From an optimization exercise on the open Yosys and OpenROAD flow, aimed at small area, a short achievable clock period and few clock cycles per item; shortcuts taken in it are not production practice. At most, simulation tests tie the RTL to the original design; equivalence was not proved. Power figures rest on the tool's default switching activity, not on a simulated workload.

// flow_proportioned_pump_timer_unit
module flow_proportioned_pump_timer_unit #(
    parameter int WINDOW_MS = 3600000
) (
    input  logic                        i_clk,
    input  logic                        i_rst_n,
    input  logic                        i_tick_valid,
    output logic                        o_tick_ready,
    input  logic                        i_tick,
    output logic                        o_res_valid,
    input  logic                        i_res_ready,
    output logic                        o_pump_on,
    output logic [fppt_pkg::TIME_W-1:0] o_phase_ms,
    output logic [fppt_pkg::TIME_W-1:0] o_on_time_ms,
    output logic [fppt_pkg::TIME_W-1:0] o_off_time_ms,
    output logic [fppt_pkg::CYC_W-1:0]  o_cycles_per_hour,
    output logic [fppt_pkg::MINF_W-1:0] o_min_flow,
    input  logic                        i_cfg_we,
    input  logic [0:0]                  i_cfg_idx,
    input  logic [fppt_pkg::FLOW_W-1:0] i_cfg_wdata
);
    localparam int FW = fppt_pkg::FLOW_W;
    localparam int TW = fppt_pkg::TIME_W;
    localparam logic [TW-1:0] BASE_N1  = TW'(WINDOW_MS);
    localparam logic [TW-1:0] BASE_N4  = TW'(WINDOW_MS / 4);
    localparam logic [TW-1:0] BASE_N15 = TW'(WINDOW_MS / 15);
    localparam logic [TW-1:0] BASE_N30 = TW'(WINDOW_MS / 30);
    logic [FW-1:0] r_max_flow;
    logic [FW-1:0] r_flow;
    logic [TW-1:0] r_p;
    logic          r_p_inc;
    logic          r_p_zero;
    logic          r_pump;
    logic          r_res_valid;
    logic [TW-1:0] r_on;
    logic [TW-1:0] r_off;
    logic          r_rf;
    logic [1:0]    r_band;
    logic [fppt_pkg::MINF_W-1:0] r_minf;
    logic          w_ready;
    logic          w_commit;
    logic [TW-1:0] w_on;
    logic [TW-1:0] w_off;
    logic          w_rf;
    logic [1:0]    w_band;
    logic [fppt_pkg::MINF_W-1:0] w_q60;
    logic          w_free;
    logic          w_take;
    logic [TW-1:0] w_phase;
    logic [TW-1:0] w_base;
    logic [TW-1:0] w_period;
    logic          w_le_on;
    logic          w_le_per;
    logic          w_on_zero;
    logic          r_past_on;
    logic          r_past_per;
    logic          w_eq_on;
    logic          w_eq_per;
    fppt_seq #(
  ...
==> module flow_proportioned_pump_timer_unit, before the edit <==
module flow_proportioned_pump_timer_unit #(
    parameter int WINDOW_MS = 3600000
) (
    input  logic                        i_clk,
    input  logic                        i_rst_n,
    input  logic                        i_tick_valid,
    output logic                        o_tick_ready,
    input  logic                        i_tick,
    output logic                        o_res_valid,
    input  logic                        i_res_ready,
    output logic                        o_pump_on,
    output logic [fppt_pkg::TIME_W-1:0] o_phase_ms,
    output logic [fppt_pkg::TIME_W-1:0] o_on_time_ms,
    output logic [fppt_pkg::TIME_W-1:0] o_off_time_ms,
    output logic [fppt_pkg::CYC_W-1:0]  o_cycles_per_hour,
    output logic [fppt_pkg::MINF_W-1:0] o_min_flow,
    input  logic                        i_cfg_we,
    input  logic [0:0]                  i_cfg_idx,
    input  logic [fppt_pkg::FLOW_W-1:0] i_cfg_wdata
);
    localparam int FW = fppt_pkg::FLOW_W;
    localparam int TW = fppt_pkg::TIME_W;
    localparam logic [TW-1:0] BASE_N1  = TW'(WINDOW_MS);
    localparam logic [TW-1:0] BASE_N4  = TW'(WINDOW_MS / 4);
    localparam logic [TW-1:0] BASE_N15 = TW'(WINDOW_MS / 15);
    localparam logic [TW-1:0] BASE_N30 = TW'(WINDOW_MS / 30);
    logic [FW-1:0] r_max_flow;
    logic [FW-1:0] r_flow;
    logic [TW-1:0] r_p;
    logic          r_p_inc;
    logic          r_p_zero;
    logic          r_pump;
    logic          r_res_valid;
    logic [TW-1:0] r_on;
    logic [TW-1:0] r_off;
    logic          r_rf;
    logic [1:0]    r_band;
    logic [fppt_pkg::MINF_W-1:0] r_minf;
    logic          w_ready;
    logic          w_commit;
    logic [TW-1:0] w_on;
    logic [TW-1:0] w_off;
    logic          w_rf;
    logic [1:0]    w_band;
    logic [fppt_pkg::MINF_W-1:0] w_q60;
    logic          w_free;
    logic          w_take;
    logic [TW-1:0] w_phase;
    logic [TW-1:0] w_base;
    logic [TW-1:0] w_period;
    logic          w_le_on;
    logic          w_le_per;
    logic          w_on_zero;
    logic          r_past_on;
    logic          r_past_per;
    logic          w_eq_on;
    logic          w_eq_per;
    fppt_seq #(
        .WINDOW_MS (WINDOW_MS)
    ) u_seq (
        .i_clk      (i_clk),
        .i_rst_n    (i_rst_n),
        .i_we       (i_cfg_we),
        .i_idx      (i_cfg_idx),
        .i_wdata    (i_cfg_wdata),
        .i_max_flow (r_max_flow),
        .i_flow     (r_flow),
        .i_free     (w_free),
        .o_ready    (w_ready),
        .o_commit   (w_commit),
        .o_on       (w_on),
        .o_off      (w_off),
        .o_rf       (w_rf),
        .o_band     (w_band),
        .o_q60      (w_q60),
        .o_on_zero  (w_on_zero)
    );
    assign w_free       = !r_res_valid || i_res_ready;
    assign o_tick_ready = w_ready && !i_cfg_we && w_free;
    assign w_take       = i_tick_valid && o_tick_ready;
    always_comb begin
        if (r_p_zero)     w_phase = '0;
        else if (r_p_inc) w_phase = r_p + 1'b1;
        else              w_phase = r_p;
    end
    always_comb begin
        case (r_band)
            fppt_pkg::BAND_N4:  w_base = BASE_N4;
            fppt_pkg::BAND_N15: w_base = BASE_N15;
            fppt_pkg::BAND_N30: w_base = BASE_N30;
            default:            w_base = BASE_N1;
        endcase
    end
    assign w_period = w_base - TW'(r_rf);
    assign w_le_on  = !r_past_on;
    assign w_le_per = !r_past_per;
    assign w_eq_on  = w_commit ? w_on_zero : (w_phase == r_on);
    assign w_eq_per = !w_commit && (w_phase == w_period);
    always_ff @(posedge i_clk) begin
        if (!i_rst_n) begin
            r_max_flow  <= '0;
            r_flow      <= '0;
            r_p_zero    <= 1'b1;
            r_p_inc     <= 1'b0;
            r_past_on   <= 1'b0;
            r_past_per  <= 1'b0;
            r_pump      <= 1'b0;
            r_res_valid <= 1'b0;
        end else begin
            if (i_cfg_we) begin
                if (i_cfg_idx == 1'b0) r_max_flow <= i_cfg_wdata;
                else                   r_flow     <= i_cfg_wdata;
                r_p_zero   <= 1'b1;
                r_p_inc    <= 1'b0;
                r_past_on  <= 1'b0;
                r_past_per <= 1'b0;
            end else if (w_take) begin
                if (i_tick) begin
                    r_p_zero   <= !w_le_per;
                    r_p_inc    <= w_le_per;
                    r_past_on  <= w_le_per && (!w_le_on || w_eq_on);
                    r_past_per <= w_le_per && w_eq_per;
                    if (w_le_on)       r_pump <= 1'b1;
                    else if (w_le_per) r_pump <= 1'b0;
                end else begin
                    r_p_zero <= 1'b0;
                    r_p_inc  <= 1'b0;
                end
            end
            if (w_take) begin
                r_res_valid <= 1'b1;
            end else if (i_res_ready) begin
                r_res_valid <= 1'b0;
            end
        end
    end
    always_ff @(posedge i_clk) begin
        if (w_take) begin
            r_p <= w_phase;
        end
    end
    always_ff @(posedge i_clk) begin
        if (w_commit) begin
            r_on   <= w_on;
            r_off  <= w_off;
            r_rf   <= w_rf;
            r_band <= w_band;
            r_minf <= (w_q60 == '0) ? '0 : w_q60 + 1'b1;
        end
    end
    assign o_res_valid       = r_res_valid;
    assign o_pump_on         = r_pump;
    assign o_phase_ms        = r_p;
    assign o_on_time_ms      = r_on;
    assign o_off_time_ms     = r_off;
    assign o_min_flow        = r_minf;
    always_comb begin
        case (r_band)
            fppt_pkg::BAND_N4:  o_cycles_per_hour = 5'd4;
            fppt_pkg::BAND_N15: o_cycles_per_hour = 5'd15;
            fppt_pkg::BAND_N30: o_cycles_per_hour = 5'd30;
            default:            o_cycles_per_hour = 5'd1;
        endcase
    end
endmodule
make LEC_CHECK=0 CAP_MARGIN=20 CORE_MARGIN=2 CORE_UTILIZATION=40 PLACE_DENSITY=0.6 SETUP_SLACK_MARGIN=3.5 SLEW_MARGIN=20 finish   # period 8.0 ns
run.sh (not shown) runs the stock make flow with config.mk's settings and CLKGATE_MAP_FILE= SYNTH_SCRIPT=/design/flow/synth_recipe.tcl, a recipe that flattens the netlist after the stock synthesis.
Testbench counts at the start, summed over its fixed seeds: cycles 4,334, updates 320.
Next try:
--- a/flow/design.v
+++ b/flow/design.v
@@ -291,14 +291,12 @@
     logic          r_pump;
     logic          r_res_valid;
     logic [TW-1:0] r_on;
-    logic [TW-1:0] r_off;
     logic          r_rf;
     logic [1:0]    r_band;
     logic [fppt_pkg::MINF_W-1:0] r_minf;
     logic          w_ready;
     logic          w_commit;
     logic [TW-1:0] w_on;
-    logic [TW-1:0] w_off;
     logic          w_rf;
     logic [1:0]    w_band;
     logic [fppt_pkg::MINF_W-1:0] w_q60;
@@ -328,7 +326,7 @@
         .o_ready    (w_ready),
         .o_commit   (w_commit),
         .o_on       (w_on),
-        .o_off      (w_off),
+        .o_off      (),
         .o_rf       (w_rf),
         .o_band     (w_band),
         .o_q60      (w_q60),
@@ -401,7 +399,6 @@
     always_ff @(posedge i_clk) begin
         if (w_commit) begin
             r_on   <= w_on;
-            r_off  <= w_off;
             r_rf   <= w_rf;
             r_band <= w_band;
             r_minf <= (w_q60 == '0) ? '0 : w_q60 + 1'b1;
@@ -411,7 +408,7 @@
     assign o_pump_on         = r_pump;
     assign o_phase_ms        = r_p;
     assign o_on_time_ms      = r_on;
-    assign o_off_time_ms     = r_off;
+    assign o_off_time_ms     = w_period - r_on;
     assign o_min_flow        = r_minf;
     always_comb begin
         case (r_band)
Outcome: Clock-buffer cell count is lower by 3. Worst setup slack loses 0.44 ns. Synthesized cell count is higher slightly. Final cell count barely changes. Synthesized area is lower by a few percent. Global-route usage hardly moves. Non-clock buffer count is higher by 5. Cell area is lower by a few percent. Clock power is lower by a little under a tenth. Maximum frequency is lower by a little under a tenth. Routed wire length is lower by a few percent. Hold slack loses 0.011 ns.
Function not checked in the second run of this note: the RTL went through the layout flow alone.

[separate check: timing with driven ports]
Ports are ideal in the flow. The routed layouts listed here were re-timed in OpenROAD.
Step 1: set_driving_cell puts a clkbuf_16 on i_clk and a buf_2 on each other input, an assumption about the parent block.
Step 2 times the ports against the registers' clock, not the clock port: input delays grow and output delays shrink by t, the midpoint of the rising clock arrivals with the driver on.
Three values: ideal, step 1, step 2; two values: the first two.
run	t, ns	setup WS [ns]	worst setup path after step 2	slew at the worst register clock pin (ns)	cell pins on the clock port's net
the first run	0.647	3.303 / 3.147 / 2.501	input to register	0.07 / 0.07	1
the second run	0.607	2.866 / 2.805 / 2.655	input to register	0.08 / 0.08	1
After both steps every run listed still meets setup and hold. The setup slack of the first run, which loses most, moves by -0.156 ns with the drivers and by -0.802 ns with both steps.
